Context: an optimization exercise on an open-source flow, tuned for small area, a short achievable clock period and few clock cycles per item. The choices shown serve that exercise and are no tape-out recipe. The RTL was checked by simulation tests, not by an equivalence proof against the original design. Power is estimated from default activity; no workload was simulated.

== before ==
// manhattan_nearest_site_area
module manhattan_nearest_site_area (
  input  logic                              clk_i,
  input  logic                              rst_ni,
  input  logic                              cfg_valid_i,
  output logic                              cfg_ready_o,
  input  logic [mnsa_pkg::CFG_W-1:0]        cfg_data_i,       
  input  logic                              s_axis_tvalid,
  output logic                              s_axis_tready,
  input  logic [mnsa_pkg::S_TDATA_W-1:0]    s_axis_tdata,
  input  logic [mnsa_pkg::OP_W-1:0]         s_axis_tuser,     
  output logic                              m_axis_tvalid,
  input  logic                              m_axis_tready,
  output logic [mnsa_pkg::M_TDATA_W-1:0]    m_axis_tdata
);
clock: 8.0 ns
lec_check: 0
cap_margin: 20
core_margin: 2
core_utilization: 50
setup_slack_margin: 2
slew_margin: 20
synth_hierarchical: 1
run.sh (not shown) runs the stock make flow with config.mk's settings and CLKGATE_MAP_FILE= SYNTH_SCRIPT=/design/flow/synth_recipe.tcl, a recipe that flattens the netlist after the stock synthesis.
Complete run, failing final checks: before, reason antenna violations.
Testbench counts of before, summed over its fixed seeds: cycles 3,776, items 3,728.
Changes in after relative to before:
- swapping 50 for 40 in CORE_UTILIZATION
- clearing SETUP_SLACK_MARGIN, which used to be 2
- after finished every step from synthesis to the final layout, and the layout passed the timing, DRC and antenna checks.
- Number of antenna violations at the first check in global routing went down by a few percent going from before to after.
- On global-route wire length before repair, after and before are basically level.
- Going from before to after, the die area was enlarged.


manhattan_nearest_site_area, a different RTL version from the one above (not shown whole).
For scale: ~26000 cells after synthesis, roughly 4600 flip-flops, about 90 I/O pins.
clock: 8.0 ns
lec_check: 0
cap_margin: 20
core_margin: 2
core_utilization: 40
cts_buf_list: sky130_fd_sc_hd__clkbuf_16
cts_cluster_diameter: 100
cts_cluster_size: 25
setup_slack_margin: 3.0
slew_margin: 20
synth_hierarchical: 1
tns_end_percent: 10
Testbench counts at the start, summed over its fixed seeds: cycles 3,792, items 3,728.
Change:
CTS_CLUSTER_SIZE = 20   (was 25)
SETUP_SLACK_MARGIN = 3.4   (was 3.0)
TNS_END_PERCENT = not set   (was 10)
Result: Setup slack gains 0.55 ns; routed wire length came out higher by 2.1%; design area climbs by 5.9%; register-to-register slack improved by 0.55 ns; utilization came out higher by 2.6 points; sequential share of layout area is lower by 2.2 points; worst hold slack is worse by 0.022 ns.


run A:
manhattan_nearest_site_area, a different RTL version from the one above (not shown whole).
Size in the first run: roughly 26,000 cells after synthesis, about 4,600 flip-flops, about 300,000 sq um of cells after synthesis.
export LEC_CHECK = 0
export CAP_MARGIN = 20
export CORE_MARGIN = 2
export CORE_UTILIZATION = 45
export SETUP_SLACK_MARGIN = 3.5
export SLEW_MARGIN = 20
export SYNTH_HIERARCHICAL = 1
create_clock -name core_clock -period 8.0 [get_ports {clk_i}]
Although run A finished all stages, its layout failed final checks on antenna rules.
Testbench counts of run A, summed over its fixed seeds: cycles 3,792, items 3,728.
Here is what was changed in the inputs of run B compared with run A.
# run A
export LEC_CHECK = 0
export CAP_MARGIN = 20
export CORE_MARGIN = 2
export CORE_UTILIZATION = 45
export SETUP_SLACK_MARGIN = 3.5
export SLEW_MARGIN = 20
export SYNTH_HIERARCHICAL = 1
create_clock -name core_clock -period 8.0 [get_ports {clk_i}]
# run B
export LEC_CHECK = 0
export CAP_MARGIN = 20
export CORE_MARGIN = 2
export CORE_UTILIZATION = 40
export CTS_BUF_LIST = sky130_fd_sc_hd__clkbuf_16
export CTS_CLUSTER_DIAMETER = 100
export CTS_CLUSTER_SIZE = 20
export SETUP_SLACK_MARGIN = 3.0
export SLEW_MARGIN = 20
export SYNTH_HIERARCHICAL = 1
create_clock -name core_clock -period 8.0 [get_ports {clk_i}]
Findings:
- Looking at the reports, run B completed the entire flow and the layout it produced met the timing, DRC and antenna checks.
- Run A -> stages 100% | layout checks FAIL | antenna rules
- Run B vs run A: minimum setup slack in the final design up
- Run B vs run A, switching component of the power went down by about 9%.
- The run showing the smaller post-layout minimum cycle time is run B.
- Run B vs. run A: portion of total power attributed to combinational logic grew by 3.3 points, number of clock buffer instances in the layout has decreased, global-route wire length before repair -36 mm, number of filler instances in the final layout moved up.
- Minimum setup slack after placement, run A and run B, higher one = run A.
- In the metrics for run A and run B, the one carrying the higher delay of the slowest critical-path stage is run B.
## Diff of input files: run C against run B
# run B
export LEC_CHECK = 0
export CAP_MARGIN = 20
export CORE_MARGIN = 2
export CORE_UTILIZATION = 40
export CTS_BUF_LIST = sky130_fd_sc_hd__clkbuf_16
export CTS_CLUSTER_DIAMETER = 100
export CTS_CLUSTER_SIZE = 20
export SETUP_SLACK_MARGIN = 3.0
export SLEW_MARGIN = 20
export SYNTH_HIERARCHICAL = 1
create_clock -name core_clock -period 8.0 [get_ports {clk_i}]
# run C
export LEC_CHECK = 0
export CAP_MARGIN = 20
export CORE_MARGIN = 2
export CORE_UTILIZATION = 40
export SETUP_SLACK_MARGIN = 2.5
export SLEW_MARGIN = 20
export SYNTH_HIERARCHICAL = 1
create_clock -name core_clock -period 8.0 [get_ports {clk_i}]
### Flow results
Going from run B to run C, final standard cell utilization of the core climbed 0.42 points; global-route wire length before repair moved down; sum of met2 wire segment lengths after detailed routing shows a reduction of 13 mm; sum of met3 wire segment lengths after detailed routing climbed about 2.6%; number of global-route vias before repair did not really move. | weighted congestion reported at the end of routability-driven placement | run C vs run B | 0.017 lower |. Taking run C over run B, the buffer count from post-CTS setup fixing ratio works out to 0.30. Setup slack: run C < run B. Per the comparison of run C with run B, multi-input gate area in the final layout went down; total clock buffers created by CTS went up.


== lane 1 ==
manhattan_nearest_site_area with an RTL version that a note above also has.
Size: roughly 26000 cells after synthesis, about 4600 flip-flops, about 290000 um^2 of cells after synthesis.
Design manhattan_nearest_site_area, start of the top module:
module manhattan_nearest_site_area (
  input  logic                              clk_i,
  input  logic                              rst_ni,
  input  logic                              cfg_valid_i,
  output logic                              cfg_ready_o,
  input  logic [mnsa_pkg::CFG_W-1:0]        cfg_data_i,       
  input  logic                              s_axis_tvalid,
  output logic                              s_axis_tready,
  input  logic [mnsa_pkg::S_TDATA_W-1:0]    s_axis_tdata,
  input  logic [mnsa_pkg::OP_W-1:0]         s_axis_tuser,     
  output logic                              m_axis_tvalid,
  input  logic                              m_axis_tready,
  output logic [mnsa_pkg::M_TDATA_W-1:0]    m_axis_tdata
);
==> flow/config.mk <==
export PLATFORM = sky130hd
export DESIGN_NAME = manhattan_nearest_site_area
export DESIGN_NICKNAME = manhattan_nearest_site_area
export VERILOG_FILES = /design/flow/design.v
export SDC_FILE = /design/flow/constraint.sdc
export NUM_CORES = 4
export LEC_CHECK = 0
export CAP_MARGIN = 20
export CORE_MARGIN = 2
export CORE_UTILIZATION = 40
export CTS_BUF_LIST = sky130_fd_sc_hd__clkbuf_16
export CTS_CLUSTER_DIAMETER = 100
export CTS_CLUSTER_SIZE = 20
export SETUP_SLACK_MARGIN = 3.2
export SLEW_MARGIN = 20
export SYNTH_HIERARCHICAL = 1
export TNS_END_PERCENT = 10
==> flow/constraint.sdc <==
create_clock -name core_clock -period 8.0 [get_ports {clk_i}]
set_input_delay 1.6000 -clock core_clock [delete_from_list [all_inputs] [get_ports {clk_i}]]
set_output_delay 1.6000 -clock core_clock [all_outputs]
set_load 0.01 [all_outputs]
Testbench counts of lane 1, summed over its fixed seeds: cycles 3,792, items 3,728.
Inputs modified between lane 1 and lane 2:
- SETUP_SLACK_MARGIN: 3.2 -> 3.5
--- outcome ---
Lane 1 has higher fraction of area in registers than lane 2.
HPWL after detailed placement on lane 2 is up relative to lane 1.
Lane 2 ends up with a total of plain and repair buffers excluding clock buffers that is about 22% higher than in lane 1.
Ran to the end and failed final checks on antenna rules: lane 2.
Synthesized cell count: lane 1 vs lane 2 identical
Compared with lane 1, lane 2 shows standard cell area after detailed placement that has gone up slightly.
Summary: with lane 1 as the reference, count of clock-buffer cells in the layout in lane 2 moved up slightly.
Taking lane 1 as the reference, in lane 2 count of inserted antenna diode cells increased by 25 relative to the old numbers, post-detailed-route count of antenna-violating nets climbed 1, post-placement worst setup slack rose 0.18 ns, sequential power shows no meaningful change.
What lane 3 does differently from lane 2 at the input level:
- clearing TNS_END_PERCENT, which used to be 10
- swapping 3.5 for 3.0 in SETUP_SLACK_MARGIN
### Flow results
- Against lane 2, lane 3 comes in 0.17 points higher on fraction of power spent switching nets.
- Lane 3 gives more slew at the pin with the worst max-slew slack than lane 2 did.
- Sort lane 3 and lane 2 by sequential share of layout area, ascending, and lane 2 comes first.
- Having completed the whole flow, lane 3 delivered a layout that passed the timing, DRC and antenna checks.
- Lane 3 has worst setup slack below what lane 2 had.

==> afterwards: timing with drivers on the ports <==
The flow's constraints put no driver on any port. The routed layouts listed below were extracted and timed again, unchanged, in two steps. Step 1: set_driving_cell puts a clkbuf_16 on clk_i and a buf_2 on each other input, an assumption about the parent block. Step 2 also shifts input and output timing later by t, the mid clock arrival at the registers, as if the neighbouring blocks saw the same clock. a / b / c = ideal ports / drivers / drivers and shift; a / b = the first two.
run | t (ns) | setup WS [ns] | worst setup path at the end
before | 1.280 | 1.242 / 1.242 / 1.242 | register to register
after | 1.258 | 0.404 / 0.404 / 0.404 | register to register
the first run of note 2 | 1.259 | 2.451 / 2.451 / 2.451 | register to register
the second run of note 2 | 1.207 | 3.005 / 3.005 / 3.005 | register to register
run A | 1.271 | 2.806 / 2.806 / 2.806 | register to register
run B | 1.203 | 2.865 / 2.865 / 2.865 | register to register
run C | 1.231 | 2.338 / 2.338 / 2.338 | register to register
lane 1 | 1.216 | 2.868 / 2.868 / 2.868 | register to register
lane 2 | 1.182 | 2.917 / 2.917 / 2.917 | register to register
lane 3 | 1.200 | 2.889 / 2.889 / 2.889 | register to register
